Background: an optimization exercise with open tools, aiming at small area. Do not read the settings as production practice. Only simulation tests tie the RTL to the original design; equivalence was not proved.

## lane 1
## mac_buff_top
module mac_buff_top (
    input  logic           CLK,
    input  logic           RST_N,
    input  logic           en_mac,
    input  logic [127:0]   operands,
    input  logic           en_block_read,
    output logic           rdy_mac,
    output logic           rdy_block_read,
    output logic           mem_val_valid,
    output logic [33:0]    mem_val_data
);
For scale: ~4,900 cells after synthesis, ~170 I/O pins, ~95,000 µm² of cells after synthesis.
Settings: LEC_CHECK=0, CAP_MARGIN=20, CORE_MARGIN=2, CORE_UTILIZATION=60, SLEW_MARGIN=20; clock period 6.0 ns.
standard.sh (not shown) runs the stock make flow with config.mk's settings and CLKGATE_MAP_FILE= SYNTH_SCRIPT=/design/flow/synth_recipe.tcl, a recipe that flattens the netlist after the stock synthesis.
==> flow/flow/run.sh <==
#!/bin/bash
# The standard layout (standard.sh) with these changes:
# - synthesis is synth_recipe.tcl with Yosys's generic abc pass skipped
#   inside synth (-noabc), so that extract_fa sees the adder tree as written;
#   the final liberty abc, flattening and renaming are unchanged
# - input and output ports get the smallest buffer (buf_1) instead of the
#   delay cell buffer_ports picks by default; every port is still buffered
# - a leaner clock tree: clkbuf_16 only, larger sink clusters and no dummy
#   balancing loads
set -euo pipefail
HERE=$(cd "$(dirname "$0")" && pwd)
CTS="-sink_clustering_enable -repair_clock_nets -dont_use_dummy_load"
CTS="$CTS -buf_list sky130_fd_sc_hd__clkbuf_16"
CTS="$CTS -sink_clustering_size 26 -sink_clustering_max_diameter 120"
bash standard.sh "SYNTH_SCRIPT=$HERE/synth_noabc.tcl" "CTS_ARGS=$CTS" \
    "BUFFER_PORTS_ARGS=-buffer_cell sky130_fd_sc_hd__buf_1" finish > standard_make.log 2>&1
==> flow/flow/synth_noabc.tcl <==
proc synth {args} { yosys synth -nofsm -noshare -noabc {*}$args }
source $::env(SCRIPTS_DIR)/synth.tcl
# left out here: clear keep_hierarchy, flatten, clean up, hide names made inside functions, write 1_2_yosys.v
The inputs of lane 2 differ from those of lane 1 as listed below.
--- a/flow/design.v
+++ b/flow/design.v
@@ -1,12 +1,11 @@
 `default_nettype none
 module operand_mult_array (
     input  logic           CLK,
-    input  logic           load,
     input  logic [127:0]   operands,
     output logic [33:0]    sum_a,
     output logic [33:0]    sum_b
 );
     logic [127:0] op_q;
     always_ff @(posedge CLK) begin
         op_q <= operands;
     end
@@ -2026,20 +2025,18 @@
     wire c2014 = (c1874 & c1946) | (s1947 & (c1874 ^ c1946));
     wire s2015 = s1881 ^ c1948 ^ s1949;
     wire c2016 = (s1881 & c1948) | (s1949 & (s1881 ^ c1948));
     wire s2017 = c1882 ^ s1951 ^ c1950;
     wire c2018 = (c1882 & s1951) | (c1950 & (c1882 ^ s1951));
     wire s2019 = c1884 ^ c1886 ^ c1952;
     wire c2020 = (c1884 & c1886) | (c1952 & (c1884 ^ c1886));
     always_ff @(posedge CLK) begin
-        if (load) begin
-            sum_a <= {c2018, c2016, c2014, c2012, c2010, c2008, c2006, c2004, c2002, c2000, c1998, c1996, c1994, c1992, c1990, c1988, c1986, c1984, c1982, c1980, c1978, c1976, c1974, c1972, c1970, c1968, c1966, c1964, c1962, c1960, c1958, c1956, c1954, s1953};
-            sum_b <= {s2019, s2017, s2015, s2013, s2011, s2009, s2007, s2005, s2003, s2001, s1999, s1997, s1995, s1993, s1991, s1989, s1987, s1985, s1983, s1981, s1979, s1977, s1975, s1973, s1971, s1969, s1967, s1965, s1963, s1961, s1959, s1957, s1955, s1759};
-        end
+        sum_a <= {c2018, c2016, c2014, c2012, c2010, c2008, c2006, c2004, c2002, c2000, c1998, c1996, c1994, c1992, c1990, c1988, c1986, c1984, c1982, c1980, c1978, c1976, c1974, c1972, c1970, c1968, c1966, c1964, c1962, c1960, c1958, c1956, c1954, s1953};
+        sum_b <= {s2019, s2017, s2015, s2013, s2011, s2009, s2007, s2005, s2003, s2001, s1999, s1997, s1995, s1993, s1991, s1989, s1987, s1985, s1983, s1981, s1979, s1977, s1975, s1973, s1971, s1969, s1967, s1965, s1963, s1961, s1959, s1957, s1955, s1759};
     end
 endmodule
 `default_nettype wire
 `default_nettype none
 module product_adder_tree (
     input  logic [33:0]    sum_a,
     input  logic [33:0]    sum_b,
     output logic [33:0]    result_sum
@@ -2141,17 +2138,16 @@
 module result_buffer_ctrl (
     input  logic           CLK,
     input  logic           RST_N,
     input  logic           en_mac,
     input  logic           en_block_read,
     output logic           rdy_mac,
     output logic           rdy_block_read,
     output logic           mem_val_valid,
-    output logic           load,
     output logic           shift
 );
     localparam logic [1:0] IDLE    = 2'b00;
     localparam logic [1:0] WRITING = 2'b01;
     localparam logic [1:0] FULL    = 2'b10;
     localparam logic [1:0] READING = 2'b11;
     logic [1:0]    state;
     logic [6:0]    cnt;
@@ -2160,18 +2156,17 @@
     logic          accept;
     logic          reading;
     logic          last_wr;
     assign rdy_mac        = ~state[1] & ~cnt[6];
     assign rdy_block_read = (state == FULL);
     assign accept         = en_mac & rdy_mac;
     assign reading        = (state == READING);
     assign last_wr        = vld[6] & cnt[6] & ~|vld[5:0];
-    assign load  = vld[0];
-    assign shift = vld[0] | mem_val_valid;
+    assign shift = vld[1] | mem_val_valid;
     always_ff @(posedge CLK or negedge RST_N) begin
         if (!RST_N) begin
             state         <= IDLE;
             cnt           <= '0;
             vld           <= '0;
             rd_valid_q    <= 1'b0;
             mem_val_valid <= 1'b0;
         end else begin
@@ -2196,23 +2191,23 @@
     parameter int BUF_DEPTH = 64,
     parameter int DW        = 34
 ) (
     input  logic           CLK,
     input  logic           shift,
     input  logic [DW-1:0]  wr_data,
     output logic [DW-1:0]  rd_data
 );
-    logic [DW*(BUF_DEPTH-1)-1:0] mem;
+    logic [DW*BUF_DEPTH-1:0] mem;
     always_ff @(posedge CLK) begin
         if (shift) begin
-            mem <= {mem[DW*(BUF_DEPTH-2)-1:0], wr_data};
+            mem <= {mem[DW*(BUF_DEPTH-1)-1:0], wr_data};
         end
     end
-    assign rd_data = mem[DW*(BUF_DEPTH-2) +: DW];
+    assign rd_data = mem[DW*(BUF_DEPTH-1) +: DW];
 endmodule
 `default_nettype wire
 `default_nettype none
 module mac_buff_top (
     input  logic           CLK,
     input  logic           RST_N,
     input  logic           en_mac,
     input  logic [127:0]   operands,
@@ -2220,21 +2215,19 @@
     output logic           rdy_mac,
     output logic           rdy_block_read,
     output logic           mem_val_valid,
     output logic [33:0]    mem_val_data
 );
     logic [33:0] sum_a;
     logic [33:0] sum_b;
     logic [33:0] result_sum;
-    logic        load;
     logic        shift;
     operand_mult_array u_mult (
         .CLK      (CLK),
-        .load     (load),
         .operands (operands),
         .sum_a    (sum_a),
         .sum_b    (sum_b)
     );
     product_adder_tree u_adder (
         .sum_a      (sum_a),
         .sum_b      (sum_b),
         .result_sum (result_sum)
@@ -2242,17 +2235,16 @@
     result_buffer_ctrl u_ctrl (
         .CLK            (CLK),
         .RST_N          (RST_N),
         .en_mac         (en_mac),
         .en_block_read  (en_block_read),
         .rdy_mac        (rdy_mac),
         .rdy_block_read (rdy_block_read),
         .mem_val_valid  (mem_val_valid),
-        .load           (load),
         .shift          (shift)
     );
     result_ram u_ram (
         .CLK     (CLK),
         .shift   (shift),
         .wr_data (result_sum),
         .rd_data (mem_val_data)
     );
==> comparison <==
- [compare] base=lane 1 new=lane 2: simple logic cell fraction of the synthesized area climbed 0.19 points, number of maximum-capacitance violations barely changed, xor/xnor cell area share of the yosys netlist barely changed.
- Compared with lane 1, lane 2 shows non-clock inverter total of the final layout lower by 1.1%.
- Going from lane 1 to lane 2, sequential share of layout area grows by 0.49 points.
- Lane 1 -> lane 2: maximum number of pins on one net before global-route repair increased by more than a quarter
- Side by side, setup slack turned out higher in lane 2 than in lane 1.
- Changes observed in lane 2 relative to lane 1: detailed-route wire length saw a decrease, multi-input combinational cell count now sits higher.
- Any difference in final-stage net count between lane 1 and lane 2 is small enough to ignore.
- The die of lane 2 is larger than the one used in lane 1.
- Per the comparison of lane 2 with lane 1, critical path depth moved up, placer's final routability congestion estimate moved down.

========
main:
Another version of the RTL of mac_buff_top (not shown whole).
Size: roughly 5,100 cells after synthesis, about 2,400 flip-flops.
==> module result_buffer_ctrl, before the edit <==
module result_buffer_ctrl #(
    parameter int AW = 6
) (
    input  logic           CLK,
    input  logic           RST_N,
    input  logic           en_mac,
    input  logic           en_block_read,
    output logic           rdy_mac,
    output logic           rdy_block_read,
    output logic           mem_val_valid,
    output logic           shift
);
    localparam logic [1:0] IDLE    = 2'b00;
    localparam logic [1:0] WRITING = 2'b01;
    localparam logic [1:0] FULL    = 2'b10;
    localparam logic [1:0] READING = 2'b11;
    logic [1:0]    state;
    logic [AW:0]   acc_cnt;
    logic [AW-1:0] addr;
    logic [6:0]    vld;
    logic          rd_valid_q;
    logic          accept;
    logic          wr_fire;
    logic          rd_fire;
    logic          last;
    assign rdy_mac        = ~state[1] & ~acc_cnt[AW];
    assign rdy_block_read = (state == FULL);
    assign accept         = en_mac & rdy_mac;
    assign wr_fire        = vld[6] & (state == WRITING);
    assign rd_fire        = (state == READING);
    assign last           = &addr;
    assign shift = vld[1] | mem_val_valid;
    always_ff @(posedge CLK or negedge RST_N) begin
        if (!RST_N) begin
            state      <= IDLE;
            acc_cnt    <= '0;
            addr       <= '0;
            vld        <= '0;
            rd_valid_q <= 1'b0;
            mem_val_valid <= 1'b0;
        end else begin
            vld        <= {vld[5:0], accept};
            rd_valid_q <= rd_fire;
            mem_val_valid <= rd_valid_q;
            case (state)
                IDLE:    if (accept) state <= WRITING;
                WRITING: if (wr_fire && last) state <= FULL;
                FULL:    if (en_block_read) state <= READING;
                default: if (last) state <= IDLE;
            endcase
            if (rd_fire) begin
                acc_cnt <= '0;
            end else if (accept) begin
                acc_cnt <= acc_cnt + 1'b1;
            end
            if (wr_fire || rd_fire) begin
                addr <= addr + 1'b1;
            end
        end
    end
endmodule
clock: 6.0 ns
lec_check: 0
cap_margin: 20
core_margin: 2
core_utilization: 60
slew_margin: 20
==> flow/flow/run.sh <==
#!/bin/bash
# The standard layout (standard.sh) with two changes:
# - synthesis is synth_recipe.tcl with Yosys's generic abc pass skipped
#   inside synth (-noabc), so that extract_fa sees the adder tree as written;
#   the final liberty abc, flattening and renaming are unchanged
# - a leaner clock tree: clkbuf_16 only, larger sink clusters and no dummy
#   balancing loads
set -euo pipefail
HERE=$(cd "$(dirname "$0")" && pwd)
CTS="-sink_clustering_enable -repair_clock_nets -dont_use_dummy_load"
CTS="$CTS -buf_list sky130_fd_sc_hd__clkbuf_16"
CTS="$CTS -sink_clustering_size 26 -sink_clustering_max_diameter 120"
bash standard.sh "SYNTH_SCRIPT=$HERE/synth_noabc.tcl" "CTS_ARGS=$CTS" finish > standard_make.log 2>&1
Scripts as last shown in full above: flow/flow/synth_noabc.tcl
Looking at the reports, main completed the entire flow and the layout it produced met the timing, DRC and antenna checks.
The following lists how the feature branch was set up differently from main:
--- a/flow/design.v
+++ b/flow/design.v
@@ -2136,7 +2136,5 @@
 `default_nettype wire
 `default_nettype none
-module result_buffer_ctrl #(
-    parameter int AW = 6
-) (
+module result_buffer_ctrl (
     input  logic           CLK,
     input  logic           RST_N,
@@ -2153,44 +2151,35 @@
     localparam logic [1:0] READING = 2'b11;
     logic [1:0]    state;
-    logic [AW:0]   acc_cnt;
-    logic [AW-1:0] addr;
+    logic [6:0]    cnt;
     logic [6:0]    vld;
     logic          rd_valid_q;
     logic          accept;
-    logic          wr_fire;
-    logic          rd_fire;
-    logic          last;
-    assign rdy_mac        = ~state[1] & ~acc_cnt[AW];
+    logic          reading;
+    logic          last_wr;
+    assign rdy_mac        = ~state[1] & ~cnt[6];
     assign rdy_block_read = (state == FULL);
     assign accept         = en_mac & rdy_mac;
-    assign wr_fire        = vld[6] & (state == WRITING);
-    assign rd_fire        = (state == READING);
-    assign last           = &addr;
+    assign reading        = (state == READING);
+    assign last_wr        = vld[6] & cnt[6] & ~|vld[5:0];
     assign shift = vld[1] | mem_val_valid;
     always_ff @(posedge CLK or negedge RST_N) begin
         if (!RST_N) begin
-            state      <= IDLE;
-            acc_cnt    <= '0;
-            addr       <= '0;
-            vld        <= '0;
-            rd_valid_q <= 1'b0;
+            state         <= IDLE;
+            cnt           <= '0;
+            vld           <= '0;
+            rd_valid_q    <= 1'b0;
             mem_val_valid <= 1'b0;
         end else begin
-            vld        <= {vld[5:0], accept};
-            rd_valid_q <= rd_fire;
+            vld           <= {vld[5:0], accept};
+            rd_valid_q    <= reading;
             mem_val_valid <= rd_valid_q;
             case (state)
                 IDLE:    if (accept) state <= WRITING;
-                WRITING: if (wr_fire && last) state <= FULL;
+                WRITING: if (last_wr) state <= FULL;
                 FULL:    if (en_block_read) state <= READING;
-                default: if (last) state <= IDLE;
+                default: if (&cnt[5:0]) state <= IDLE;
             endcase
-            if (rd_fire) begin
-                acc_cnt <= '0;
-            end else if (accept) begin
-                acc_cnt <= acc_cnt + 1'b1;
-            end
-            if (wr_fire || rd_fire) begin
-                addr <= addr + 1'b1;
+            if (accept || reading) begin
+                cnt <= cnt + 1'b1;
             end
         end
## What came out
- Endpoint arrival time on the critical path in the feature branch vs main: up 0.02 ns
- main and the feature branch ended up with nearly the same design area.
- Compared to main, the feature branch has routability congestion estimate about 1.3% lower.
- Multi-input logic portion of the cell area delta (the feature branch -> main): insignificant
- Comparing the feature branch against main, there is no change at all in number of flops mapped to enable cells by yosys.
- Summary of the feature branch over main: routed wire length saw an increase; fmax saw an increase.
- As far as tap cell count goes, the feature branch and main are indistinguishable; the numbers are identical.
- Sort main and the feature branch by share of the clock period used by the worst path, ascending, and the feature branch comes first.
- Of main and the feature branch, the run reporting the higher final worst-path setup slack was the feature branch.
- Worst path buffer plus inverter count (higher): the feature branch
- Sequential share of layout area across main and the feature branch: no real change.

## re-timing with driven ports
Ports are ideal in the flow. The routed layouts listed here were re-timed in OpenROAD.
Step 1: set_driving_cell puts a clkbuf_16 on CLK and a buf_2 on each other input, an assumption about the parent block.
Step 2 also shifts input and output timing later by t, the mid clock arrival at the registers, as if the neighbouring blocks saw the same clock.
Three values: ideal ports, drivers, drivers and shift; two values: the first two.
run	t, ns	slack for setup (ns)	hold WS [ns]	latest minus earliest clock arrival (ns)	worst data-port slew with drivers (ns)
lane 1	0.807	0.156 / 0.156 / 0.156	0.356 / 0.310 / 0.356	0.152 / 0.153	0.13
lane 2	0.781	0.381 / 0.381 / 0.381	0.352 / 0.352 / 0.352	0.085 / 0.085	0.17
main	0.803	0.206 / 0.206 / 0.206	0.350 / 0.323 / 0.350	0.113 / 0.113	0.12
the feature branch	0.804	0.233 / 0.233 / 0.233	0.359 / 0.359 / 0.359	0.087 / 0.088	0.11
After both steps every run listed still meets setup and hold.
